Context: an optimization exercise on an open-source flow, tuned for small area, a short achievable clock period and few clock cycles per item. The choices shown serve that exercise and are no tape-out recipe.
The RTL was checked by simulation tests, not by an equivalence proof against the original design.

--- flow/run.sh ---
#!/bin/bash
# synth_recipe.tcl (not shown) runs the flow's synth.tcl, then flattens the netlist and writes it again
# the make line also repeats each setting of config.mk as NAME=value (left out here)
make -C /OpenROAD-flow-scripts/flow DESIGN_CONFIG=/design/flow/config.mk WORK_HOME=/design/flow/orfs CLKGATE_MAP_FILE= SYNTH_SCRIPT=/design/flow/synth_recipe.tcl finish
--- flow/config.mk ---
export PLATFORM = sky130hd
export DESIGN_NAME = fft_bfly_pipe
export DESIGN_NICKNAME = fft_bfly_pipe
export VERILOG_FILES = /design/flow/design.v
export SDC_FILE = /design/flow/constraint.sdc
export NUM_CORES = 4
export LEC_CHECK = 0
export CAP_MARGIN = 20
export CORE_MARGIN = 2
export CORE_UTILIZATION = 40
export SLEW_MARGIN = 20
--- flow/constraint.sdc ---
create_clock -name core_clock -period 7.5 [get_ports {clk}]
set_input_delay 1.5000 -clock core_clock [delete_from_list [all_inputs] [get_ports {clk}]]
set_output_delay 1.5000 -clock core_clock [all_outputs]
set_load 0.01 [all_outputs]
--- flow/design.v ---
module fft_bfly_pipe #(
  parameter int DATA_W = 16,
  parameter int TW_W   = 16,
  parameter int TAG_W  = 8
) (
  input  logic              clk,
  input  logic              rst,
  input  logic              in_valid,
  output logic              in_ready,
  input  logic [DATA_W-1:0] a_re,
  input  logic [DATA_W-1:0] a_im,
  input  logic [DATA_W-1:0] b_re,
  input  logic [DATA_W-1:0] b_im,
  input  logic [TW_W-1:0]   w_re,
  input  logic [TW_W-1:0]   w_im,
  input  logic              inv,
  input  logic              scale,
  input  logic [TAG_W-1:0]  tag_in,
  output logic              out_valid,
  input  logic              out_ready,
  output logic [DATA_W-1:0] y0_re,
  output logic [DATA_W-1:0] y0_im,
  output logic [DATA_W-1:0] y1_re,
  output logic [DATA_W-1:0] y1_im,
  output logic              ovf,
  output logic [TAG_W-1:0]  tag_out
);
  localparam int PW = DATA_W + TW_W;
  localparam int SW = PW + 1;
  localparam int BW = DATA_W + 2;
  localparam int YW = DATA_W + 3;
  localparam logic signed [SW-1:0] RND =
    {{(SW-TW_W+1){1'b0}}, 1'b1, {(TW_W-2){1'b0}}};
  logic en;
  logic                     v1_q;
  logic signed [DATA_W-1:0] ar1_q, ai1_q;
  logic [TAG_W-1:0]         tag1_q;
  logic                     inv1_q, scl1_q;
  logic signed [PW-1:0]     prr_q, pii_q, pri_q, pir_q;
  logic                     v2_q;
  logic signed [DATA_W-1:0] ar2_q, ai2_q;
  logic [TAG_W-1:0]         tag2_q;
  logic                     scl2_q;
  logic signed [BW-1:0]     bwr2_q, bwi2_q;
  logic                     v3_q;
  logic [DATA_W-1:0]        y0r_q, y0i_q, y1r_q, y1i_q;
  logic                     ovf_q;
  logic [TAG_W-1:0]         tag3_q;
  assign en       = !v3_q | out_ready;
  assign in_ready = en;
  logic signed [PW-1:0] bre_x, bim_x, wre_x, wim_x;
  logic signed [PW-1:0] prr_d, pii_d, pri_d, pir_d;
  assign bre_x = PW'($signed(b_re));
  assign bim_x = PW'($signed(b_im));
  assign wre_x = PW'($signed(w_re));
  assign wim_x = PW'($signed(w_im));
  assign prr_d = bre_x * wre_x;
  assign pii_d = bim_x * wim_x;
  assign pri_d = bre_x * wim_x;
  assign pir_d = bim_x * wre_x;
  always_ff @(posedge clk) begin
    if (rst) begin
      v1_q   <= 1'b0;
      ar1_q  <= '0;
      ai1_q  <= '0;
      tag1_q <= '0;
      inv1_q <= 1'b0;
      scl1_q <= 1'b0;
      prr_q  <= '0;
      pii_q  <= '0;
      pri_q  <= '0;
      pir_q  <= '0;
    end else if (en) begin
      v1_q   <= in_valid;
      ar1_q  <= $signed(a_re);
      ai1_q  <= $signed(a_im);
      tag1_q <= tag_in;
      inv1_q <= inv;
      scl1_q <= scale;
      prr_q  <= prr_d;
      pii_q  <= pii_d;
      pri_q  <= pri_d;
      pir_q  <= pir_d;
    end
  end
  logic signed [SW-1:0] sre_d, sim_d, rre_d, rim_d;
  logic signed [BW-1:0] bwr_d, bwi_d;
  logic                 unused_frac;
  always_comb begin
    sre_d = '0;
    sim_d = '0;
    if (inv1_q) begin
      sre_d = SW'(prr_q) + SW'(pii_q);
      sim_d = SW'(pir_q) - SW'(pri_q);
    end else begin
      sre_d = SW'(prr_q) - SW'(pii_q);
      sim_d = SW'(pri_q) + SW'(pir_q);
    end
  end
  assign rre_d = sre_d + RND;
  assign rim_d = sim_d + RND;
  assign bwr_d = rre_d[TW_W-1 +: BW];
  assign bwi_d = rim_d[TW_W-1 +: BW];
  assign unused_frac = ^{rre_d[TW_W-2:0], rim_d[TW_W-2:0]};
  always_ff @(posedge clk) begin
    if (rst) begin
      v2_q   <= 1'b0;
      ar2_q  <= '0;
      ai2_q  <= '0;
      tag2_q <= '0;
      scl2_q <= 1'b0;
      bwr2_q <= '0;
      bwi2_q <= '0;
    end else if (en) begin
      v2_q   <= v1_q;
      ar2_q  <= ar1_q;
      ai2_q  <= ai1_q;
      tag2_q <= tag1_q;
      scl2_q <= scl1_q;
      bwr2_q <= bwr_d;
      bwi2_q <= bwi_d;
    end
  end
  function automatic logic signed [YW-1:0] fin(
    input logic signed [DATA_W-1:0] a,
    input logic signed [BW-1:0]     b,
    input logic                     sub,
    input logic                     sc
  );
    logic signed [YW-1:0] s;
    logic signed [YW-1:0] t;
    s = sub ? (YW'(a) - YW'(b)) : (YW'(a) + YW'(b));
    t = s + YW'(1);
    fin = sc ? (t >>> 1) : s;
  endfunction
  function automatic logic ovr(input logic signed [YW-1:0] v);
    logic [YW-DATA_W:0] top;
    top = v[YW-1:DATA_W-1];
    ovr = !((&top) | ~(|top));
  endfunction
  function automatic logic [DATA_W-1:0] red(input logic signed [YW-1:0] v);
    red = v[DATA_W-1:0];
  endfunction
  logic signed [YW-1:0] y0r_w, y0i_w, y1r_w, y1i_w;
  logic                 ovf_d;
  assign y0r_w = fin(ar2_q, bwr2_q, 1'b0, scl2_q);
  assign y0i_w = fin(ai2_q, bwi2_q, 1'b0, scl2_q);
  assign y1r_w = fin(ar2_q, bwr2_q, 1'b1, scl2_q);
  assign y1i_w = fin(ai2_q, bwi2_q, 1'b1, scl2_q);
  assign ovf_d = v2_q & (ovr(y0r_w) | ovr(y0i_w) |
                         ovr(y1r_w) | ovr(y1i_w));
  always_ff @(posedge clk) begin
    if (rst) begin
      v3_q   <= 1'b0;
      y0r_q  <= '0;
      y0i_q  <= '0;
      y1r_q  <= '0;
      y1i_q  <= '0;
      ovf_q  <= 1'b0;
      tag3_q <= '0;
    end else if (en) begin
      v3_q   <= v2_q;
      y0r_q  <= red(y0r_w);
      y0i_q  <= red(y0i_w);
      y1r_q  <= red(y1r_w);
      y1i_q  <= red(y1i_w);
      ovf_q  <= ovf_d;
      tag3_q <= tag2_q;
    end
  end
  assign out_valid = v3_q;
  assign y0_re     = y0r_q;
  assign y0_im     = y0i_q;
  assign y1_re     = y1r_q;
  assign y1_im     = y1i_q;
  assign ovf       = ovf_q;
  assign tag_out   = tag3_q;
endmodule
==> impl_metrics.tcl <==
set metrics [dict create \
    status "finished clean" \
    clk_pin_slew_ns 0.06 \
    path_buf_inv 6 \
    yosysSeqAreaShare_pct 10.7 \
    dieHeight_um 393 \
    dpl_cell_area_mm2 0.0687 \
    syn_area_per_cell_um2 8.43 \
    core_mm2 0.150 \
    skew_ns 0.0234 \
    rr_endpoint "bwr2_q[17]$_SDFFE_PP0P_" \
    die-area_mm2 0.154 \
    critical_path_class "input port to flip-flop" \
    layout-drive-gt1-share_pct 10.1 \
    grt_use_total_pct 22.7 \
    grt_pass1_vias 50514 \
    min_period_ns 7.31 \
    synth_warnings 1 \
    gr-total-overflow 0 \
    synth_enable_flop_cells 0 \
    place_hpwl_mm 145 \
    synthTopCellsByCount "inv_1, fa_1, nand2_1" \
    ys_top_cells_by_area "fa_1, dfxtp_1, ha_1, inv_1, nand2_1" \
    seq_area_mm2 0.00647 \
    r2r_slack_ns 1.37 \
    avgRoutedWirePerCell_um 18.0 \
    max_freq_mhz 137 \
    portBuffers 184 \
    setup_viol_count_final 0 \
    synthAdderAreaFrac_pct 44.6 \
    crit_family "adder cells" \
    start_util_pct 40.3 \
    synth-simple-area-share_pct 18.5 \
    antenna_found_initial 6 \
    hold_end "tag2_q[2]$_SDFFE_PP0P_" \
    finalInstanceArea_mm2 0.0707 \
    cp_slowest_cell "fa_1" \
    synthFlopType "dfxtp_1" \
    num_vias 49292 \
    multi_input_area_mm2 0.0481 \
    insertion_delay_ns 0.59 \
    min-delay-start "tag1_q[2]$_SDFFE_PP0P_" \
    yosysTopAreaCell "fa_1" \
    ios 185 \
    finalHoldViolCount 0 \
    end_kind "flip-flop" \
    fillers 14616 \
    wirelength_mm 175 \
    cts_buffers 41 \
    synthesis.area_mm2 0.0604 \
    maxSlewViolCount 0 \
    dr.first_iter.drc_count 2962 \
    critical_path_required_ns 7.96 \
    synth_nets 8797 \
    rows 142 \
    grt_max_degree 128 \
    synth_xor_area_share_pct 4.74 \
    syn-instance-count 7165 \
    cts_buffer_depth 3 \
    fp.dieW_um 393 \
    holdWs_ns 0.448 \
    cts.sink_count 323 \
    reg2reg_depth 21 \
    synth_top_family_by_area "adder cells" \
    ant_nets 0 \
    r2r-start "pii_q[2]$_SDFFE_PP0P_" \
    ctsHtreeMaxLevel 2 \
    synth.area.mux_share_pct 0.435 \
    critPathMaxFanout 7 \
    areaGrowthSynthToFinish_pct 17.1 \
    cts_tree "built" \
    async_flop_share_pct 0 \
    period_share_pct 97.4 \
    root_buffer "clkbuf_16" \
    max_stage_delay_ns 0.51 \
    worstSetupStartpointType "input port" \
    synth_compound_area_share_pct 11.0 \
    routed_via_density 5.08 \
    fin_nets 9285 \
    fin_util_pct 47.2 \
    dr.pass1.iters 6 \
    maxCapViolCount 0 \
    synth_top_area_share_pct 34.9 \
    drc_errors 0 \
    cpMostUsedCell "fa_1" \
    cts_hold_buf 0 \
    synth_most_common_cell "inv_1" \
    whs_path_depth 2 \
    synthDistinctLibCells 94 \
    gp_congestion 0.912 \
    critPathArrivalTime_ns 7.77 \
    synth-seq-cells 323 \
    grt_pass1_wl_mm 278 \
    slew_headroom_pct 34.6 \
    hold_class "flip-flop to flip-flop" \
    tightest_slew_ns 0.973 \
]
stage by stage:
stage	std cells	setup WS (ns)	setup TNS, ns
3_3_place_gp	9612	-0.597	-16.83
6_report	9704	0.194	0
4_1_cts	9687	0.0319	0
3_5_place_dp	9612	-0.681	-20.05
5_1_grt	9701	-0.0364	-0.0709
2_1_floorplan	7165	0.0322	0
final cells by class:
type	instances	area share, %
timing repair buffer	800	10.6
sequential	323	9.15
inverter	1255	6.67
multi-input combinational	5232	68.0
tap	2016	3.57
clock inverter	17	0.324
antenna	3	0.0106
clock buffer	58	1.68
state kept, by name, indices dropped and copies added, names as in the netlist, 18 cells and up:
signal,cells
prr_q,32
pir_q,32
pii_q,32
bwr2_q,18
bwi2_q,18
pri_q,32
metal layers:
| layer | vias up | wire length [um] | global-route usage, % |
|---|---|---|---|
| met4 | 4 | 5600 | 5.19 |
| met3 | 251 | 9670 | 2.49 |
| met5 | - | 27 | 0 |
| met2 | 1282 | 81100 | 38.2 |
| li1 | 23441 | - | - |
| met1 | 24314 | 78700 | 31.2 |
kinds of logic (layout without fill, tap and decap cells):
logic type | after synthesis | in the layout
simple gates | 2315 | 2315
buf+inv | 1610 | 2130
fa+ha+maj | 1522 | 1522
compound gates | 1042 | 1042
xor+xnor | 327 | 327
flops | 323 | 323
mux | 26 | 26
other cells | 0 | 3
cell usage in the layout (no fill, tap or decap), drive strengths merged, types with 164 or more instances in the layout:
cell type,n
a21oi,416
and2,520
buf,613
clkdlybuf4s50,164
dfxtp,323
fa,1052
ha,470
inv,1256
nand2,983
nor2,317
o21ai,177
xnor2,227
timing repair:
item | 4_1_cts | 5_1_grt
resized for setup | 6 | 87
setup endpoints to repair | 3 | 32
pin swaps | 1 | 32
buffers inserted | 0 | 7
cloned | 0 | 7
endpoints found under the hold margin | 0 | 0
worst max-delay path by stage:
stage          startpoint                endpoint  depth (start not counted)
6_report         b_re[11]  pri_q[30]$_SDFFE_PP0P_                         25
5_1_grt           b_re[2]  prr_q[24]$_SDFFE_PP0P_                         24
4_1_cts           b_re[7]  prr_q[24]$_SDFFE_PP0P_                         24
3_5_place_dp      b_re[7]  prr_q[24]$_SDFFE_PP0P_                         24
3_3_place_gp      b_re[7]  prr_q[31]$_SDFFE_PP0P_                         26
2_1_floorplan    b_re[15]  pri_q[31]$_SDFFE_PP0P_                         20
worst register-to-register path, stage by stage (launching register included):
cell and delay [ns]:
dfxtp_1 0.36, or3_1 0.41, or3_1 0.40, nor3_1 0.41, nand2_1 0.10, nor2_1 0.17
a21oi_1 0.22, xnor2_1 0.21, ha_1 0.27, a21o_1 0.19, a21o_1 0.17, a21oi_1 0.26
nand2_1 0.08, nor3_1 0.19, o21ai_0 0.16, a2111oi_1 0.74, nand4_1 0.31, nor4_1 0.62
mux2i_1 0.26, nand3_1 0.11, xnor2_1 0.14, a211oi_1 0.24
Testbench counts, summed over its fixed seeds: cycles 16,024, items 16,000.

afterwards: timing with drivers on the ports:
Ports are ideal in the flow. The routed layout listed here was re-timed in OpenROAD. Step 1: set_driving_cell puts a clkbuf_16 on clk and a buf_2 on each other input, an assumption about the parent block. Step 2, shift: input delay + t, output delay - t, t = (earliest + latest rising clock arrival at the registers) / 2. This alone moves slack from input paths to output paths. Slacks: ideal / step 1 / step 2; pairs: ideal / step 1.
shift t [ns]: 0.648
slack for setup (ns): 0.194 / 0.223 / -0.425
hold slack, ns: 0.448 / 0.448 / 0.448
Met with ideal ports but missed after step 2: setup timing in this run. For this run, drivers alone change the setup slack by +0.029 ns; drivers and shift together by -0.619 ns.
